Source: an optimization exercise on an open RTL-to-GDS flow (aim: small area and a short achievable clock period). Production flows keep margins and buffers that such runs may drop.
RTL that was checked went through simulation tests only; none was proved equivalent to the original.
No activity file was given, so power comes from the tool's default toggle rates.

== tundra ==
==> flow/design.v <==
package pr_pkg;
  typedef enum logic [1:0] {
    IDLE  = 2'd0,
    RUN   = 2'd1,
    DRAIN = 2'd2,
    DONE  = 2'd3
  } feeder_state_e;
  localparam int DDR_LINE_BYTES = 64;
  localparam int BEATS_PER_READ = 2;
  localparam int ICAP_W         = 32;
  localparam int DDR_BEAT_W     = 256;
  localparam int WORDS_PER_BEAT = DDR_BEAT_W / ICAP_W;
  function automatic logic [ICAP_W-1:0] bit_rev_bytes(input logic [ICAP_W-1:0] w);
    for (int b = 0; b < ICAP_W / 8; b++) begin
      for (int i = 0; i < 8; i++) begin
        bit_rev_bytes[8*b+i] = w[8*b+7-i];
      end
    end
  endfunction
endpackage
module icap_bitstream_feeder #(
  parameter int FIFO_DEPTH = 8,
  parameter int NUM_W      = 21,
  parameter int BIT_SWAP   = 1
) (
  input  logic                  clk,
  input  logic                  rst,
  input  logic                  i_start,
  input  logic [NUM_W-1:0]      i_num_reads,
  input  logic                  i_abort,
  output logic                  o_ddr_rd,
  input  logic [pr_pkg::DDR_BEAT_W-1:0] i_ddr_data,
  input  logic                  i_ddr_rd_data_valid,
  input  logic                  i_ddr_rd_done,
  output logic                  o_config_buff_full,
  input  logic                  i_icap_hold,
  output logic                  o_icap_csib,
  output logic                  o_icap_rdwrb,
  output logic [pr_pkg::ICAP_W-1:0]     o_icap_data,
  output logic                  o_busy,
  output logic                  o_done,
  output logic                  o_err_ovf,
  output logic [1:0]            o_dbg_state
);
  localparam int NROW  = FIFO_DEPTH + 1;
  localparam int NWORD = pr_pkg::WORDS_PER_BEAT;
  localparam int W     = pr_pkg::ICAP_W;
  localparam int BW    = pr_pkg::DDR_BEAT_W;
  logic [FIFO_DEPTH-1:0] occ_q, occ_d;
  logic [1:0]            state_q, state_d;
  logic [NUM_W-1:0]      rem_q, rem_d;
  logic                  err_ovf_q, err_ovf_d;
  logic [NROW-1:0]       head_q, head_d;
  logic [NROW-1:0]       wr_q, wr_d;
  logic                  ser_vld_q, ser_vld_d;
  logic [NWORD-1:0]      idx_q, idx_d;
  logic [NROW-1:0]       rd_row_q, rd_row_d;
  logic [NWORD-1:0]      rd_idx_q, rd_idx_d;
  logic [W-1:0]          word_q, word_d;
  logic [NROW-1:0]       we_q, we_d, keep_q;
  logic [BW-1:0]         mem_q [NROW];
  logic                  run_q, busy_q, done_q, bfull_q, idle_n_q;
  logic run, drain, busy;
  logic flush, push_req, do_push, fifo_empty, fifo_full;
  logic consume, last_word, ser_load, head_free;
  logic [W-1:0] raw_word;
  assign run        = (state_q == 2'd1);
  assign drain      = (state_q == 2'd2);
  assign busy       = run | drain;
  assign flush      = i_abort;
  assign fifo_empty = ~occ_q[0];
  assign fifo_full  = occ_q[FIFO_DEPTH-1];
  assign push_req   = i_ddr_rd_data_valid & busy & ~i_abort;
  assign do_push    = push_req & ~fifo_full;
  assign consume    = ser_vld_q & ~i_icap_hold;
  assign last_word  = idx_q[NWORD-1];
  assign head_free  = consume & last_word;
  assign ser_load   = ~fifo_empty & (~ser_vld_q | head_free) & ~flush;
  always_comb begin
    state_d   = state_q;
    rem_d     = rem_q;
    err_ovf_d = err_ovf_q;
    case (state_q)
      2'd0: begin
        if (i_start) begin
          err_ovf_d = 1'b0;
          rem_d     = i_num_reads;
          state_d   = (i_num_reads != '0) ? 2'd1 : 2'd3;
        end
      end
      2'd1: begin
        if (i_ddr_rd_done) begin
          rem_d = rem_q - 1'b1;
          if (rem_q == NUM_W'(1)) state_d = 2'd2;
        end
      end
      2'd2: begin
        if (fifo_empty && !ser_vld_q && !push_req) state_d = 2'd3;
      end
      default: state_d = 2'd0;
    endcase
    if (push_req && fifo_full) err_ovf_d = 1'b1;
    if (i_abort) state_d = 2'd0;
  end
  always_comb begin
    occ_d     = occ_q;
    ser_vld_d = ser_vld_q;
    idx_d     = idx_q;
    head_d    = head_q;
    wr_d      = wr_q;
    if (do_push) wr_d = {wr_q[NROW-2:0], wr_q[NROW-1]};
    if (head_free) head_d = {head_q[NROW-2:0], head_q[NROW-1]};
    case ({do_push, ser_load})
      2'b10:   occ_d = {occ_q[FIFO_DEPTH-2:0], 1'b1};
      2'b01:   occ_d = {1'b0, occ_q[FIFO_DEPTH-1:1]};
      default: occ_d = occ_q;
    endcase
    if (ser_load) begin
      ser_vld_d = 1'b1;
      idx_d     = NWORD'(1);
    end else if (consume) begin
      idx_d = {idx_q[NWORD-2:0], idx_q[NWORD-1]};
      if (last_word) ser_vld_d = 1'b0;
    end
    if (flush) begin
      occ_d     = '0;
      ser_vld_d = 1'b0;
      idx_d     = NWORD'(1);
      head_d    = NROW'(1);
      wr_d      = NROW'(1);
    end
    rd_row_d = (ser_vld_d & idx_d[NWORD-1]) ? {head_d[NROW-2:0], head_d[NROW-1]} : head_d;
    rd_idx_d = ser_vld_d ? {idx_d[NWORD-2:0], idx_d[NWORD-1]} : NWORD'(1);
  end
  always_ff @(posedge clk or posedge rst) begin
    if (rst) begin
      state_q   <= 2'd0;
      err_ovf_q <= 1'b0;
      head_q    <= NROW'(1);
      wr_q      <= NROW'(1);
      occ_q     <= '0;
      ser_vld_q <= 1'b0;
      idx_q     <= NWORD'(1);
      run_q     <= 1'b0;
      busy_q    <= 1'b0;
      done_q    <= 1'b0;
      bfull_q   <= 1'b0;
      idle_n_q  <= 1'b1;
    end else begin
      state_q   <= state_d;
      err_ovf_q <= err_ovf_d;
      head_q    <= head_d;
      wr_q      <= wr_d;
      occ_q     <= occ_d;
      ser_vld_q <= ser_vld_d;
      idx_q     <= idx_d;
      run_q     <= (state_d == 2'd1);
      busy_q    <= (state_d == 2'd1) | (state_d == 2'd2);
      done_q    <= (state_d == 2'd3);
      bfull_q   <= occ_d[FIFO_DEPTH-2];
      idle_n_q  <= ~ser_vld_d;
    end
  end
  always_ff @(posedge clk) begin
    rem_q    <= rem_d;
    rd_row_q <= rd_row_d;
    rd_idx_q <= rd_idx_d;
  end
  assign we_d = wr_d & {NROW{~(occ_d[FIFO_DEPTH-1] & ser_vld_d)}};
  always_ff @(posedge clk) begin
    we_q   <= we_d;
    keep_q <= ~we_d;
  end
  for (genvar r = 0; r < NROW; r++) begin : g_row
    always_ff @(posedge clk) begin
      mem_q[r] <= (i_ddr_data & {BW{we_q[r]}}) | (mem_q[r] & {BW{keep_q[r]}});
    end
  end
  logic [NROW-1:0][W-1:0] row_word;
  for (genvar r = 0; r < NROW; r++) begin : g_rd
    always_comb begin
      row_word[r] = '0;
      for (int k = 0; k < NWORD; k++)
        row_word[r] = row_word[r] | ({W{rd_idx_q[k]}} & mem_q[r][W*k +: W]);
    end
  end
  always_comb begin
    raw_word = '0;
    for (int r = 0; r < NROW; r++) raw_word = raw_word | ({W{rd_row_q[r]}} & row_word[r]);
  end
  logic word_keep, word_load;
  assign word_keep = ser_vld_q & i_icap_hold;
  assign word_load = idle_n_q | ~i_icap_hold;
  assign word_d = (raw_word & {W{word_load}}) | (word_q & {W{word_keep}});
  always_ff @(posedge clk) begin
    word_q <= word_d;
  end
  assign o_icap_data        = (BIT_SWAP != 0) ? pr_pkg::bit_rev_bytes(word_q) : word_q;
  assign o_icap_csib        = idle_n_q | i_icap_hold;
  assign o_icap_rdwrb       = 1'b0;
  assign o_ddr_rd           = run_q;
  assign o_config_buff_full = bfull_q;
  assign o_busy             = busy_q;
  assign o_done             = done_q;
  assign o_err_ovf          = err_ovf_q;
  assign o_dbg_state        = state_q;
endmodule
Settings: LEC_CHECK=0, CAP_MARGIN=20, CORE_MARGIN=2, CORE_UTILIZATION=50, PLACE_DENSITY=0.62, SETUP_SLACK_MARGIN=1.45, SLEW_MARGIN=20; clock period 3.8 ns.
standard.sh (not shown) runs the stock make flow with config.mk's settings and CLKGATE_MAP_FILE= SYNTH_SCRIPT=/design/flow/synth_recipe.tcl, a recipe that flattens the netlist after the stock synthesis.
==> flow/flow/run.sh <==
#!/bin/bash
# The standard ORFS layout, with two changes:
#  - ports are buffered with the smallest buffer (repair upsizes where timing needs it)
#    instead of the delay buffer buffer_ports picks on its own;
#  - the clock tree uses larger sink clusters of clkbuf_16 leaves and no dummy loads.
set -euo pipefail
export BUFFER_PORTS_ARGS="-buffer_cell sky130_fd_sc_hd__buf_1"
export CTS_ARGS="-sink_clustering_enable -repair_clock_nets -sink_clustering_size 24 -sink_clustering_max_diameter 60 -buf_list {sky130_fd_sc_hd__clkbuf_8 sky130_fd_sc_hd__clkbuf_16} -dont_use_dummy_load"
bash standard.sh synth > synth.log 2>&1
bash standard.sh floorplan > floorplan.log 2>&1
bash standard.sh place > place.log 2>&1
bash standard.sh cts > cts.log 2>&1
bash standard.sh finish > finish.log 2>&1
### tundra -> violet
diff --git a/flow/design.v b/flow/design.v
--- a/flow/design.v
+++ b/flow/design.v
@@ -188,10 +188,7 @@
     raw_word = '0;
     for (int r = 0; r < NROW; r++) raw_word = raw_word | ({W{rd_row_q[r]}} & row_word[r]);
   end
-  logic word_keep, word_load;
-  assign word_keep = ser_vld_q & i_icap_hold;
-  assign word_load = idle_n_q | ~i_icap_hold;
-  assign word_d = (raw_word & {W{word_load}}) | (word_q & {W{word_keep}});
+  assign word_d = (ser_vld_q & i_icap_hold) ? word_q : raw_word;
   always_ff @(posedge clk) begin
     word_q <= word_d;
   end
Findings:
On first-pass iteration count of the detailed router: between tundra and violet, it ends up lower for violet.
Comparing tundra against violet, there is no change at all in count of maximum capacitance violations.
Result for tundra and violet: all clean
violet vs tundra — TritonCTS buffer count rose 1.
violet vs tundra on buffer share of cell area: violet is the lower one.
Going from tundra to violet, horizontal die dimension closely matched the old numbers, combinational power closely matched the old numbers.
Core utilization delta (tundra -> violet): insignificant
Clock skew delta (violet -> tundra): insignificant
Detailed route wirelength on metal3: tundra and violet compared, higher one is tundra
Only the layout flow was run in violet; the RTL was not checked for function there.

## port drivers added, routing unchanged
In the flow no input, the clock included, has a driving cell. The finished layouts below were timed again as built, in two steps. Step 1 assumes that a clkbuf_16 drives the clock port and a buf_2 every other input. Step 2 also shifts input and output timing later by t, the mid clock arrival at the registers, as if the neighbouring blocks saw the same clock. a / b / c = ideal / step 1 / step 2; a / b = the first two.
run | t (ns) | slack for setup (ns) | hold WS [ns]
tundra | 0.878 | 1.487 / 1.407 / 1.008 | 0.049 / -0.011 / 0.458
violet | 0.898 | 1.468 / 1.395 / 1.053 | 0.056 / -0.019 / 0.471
After both steps setup and hold are still met in every run listed. The setup slack of tundra, which loses most, moves by -0.080 ns with the drivers and by -0.479 ns with both steps.
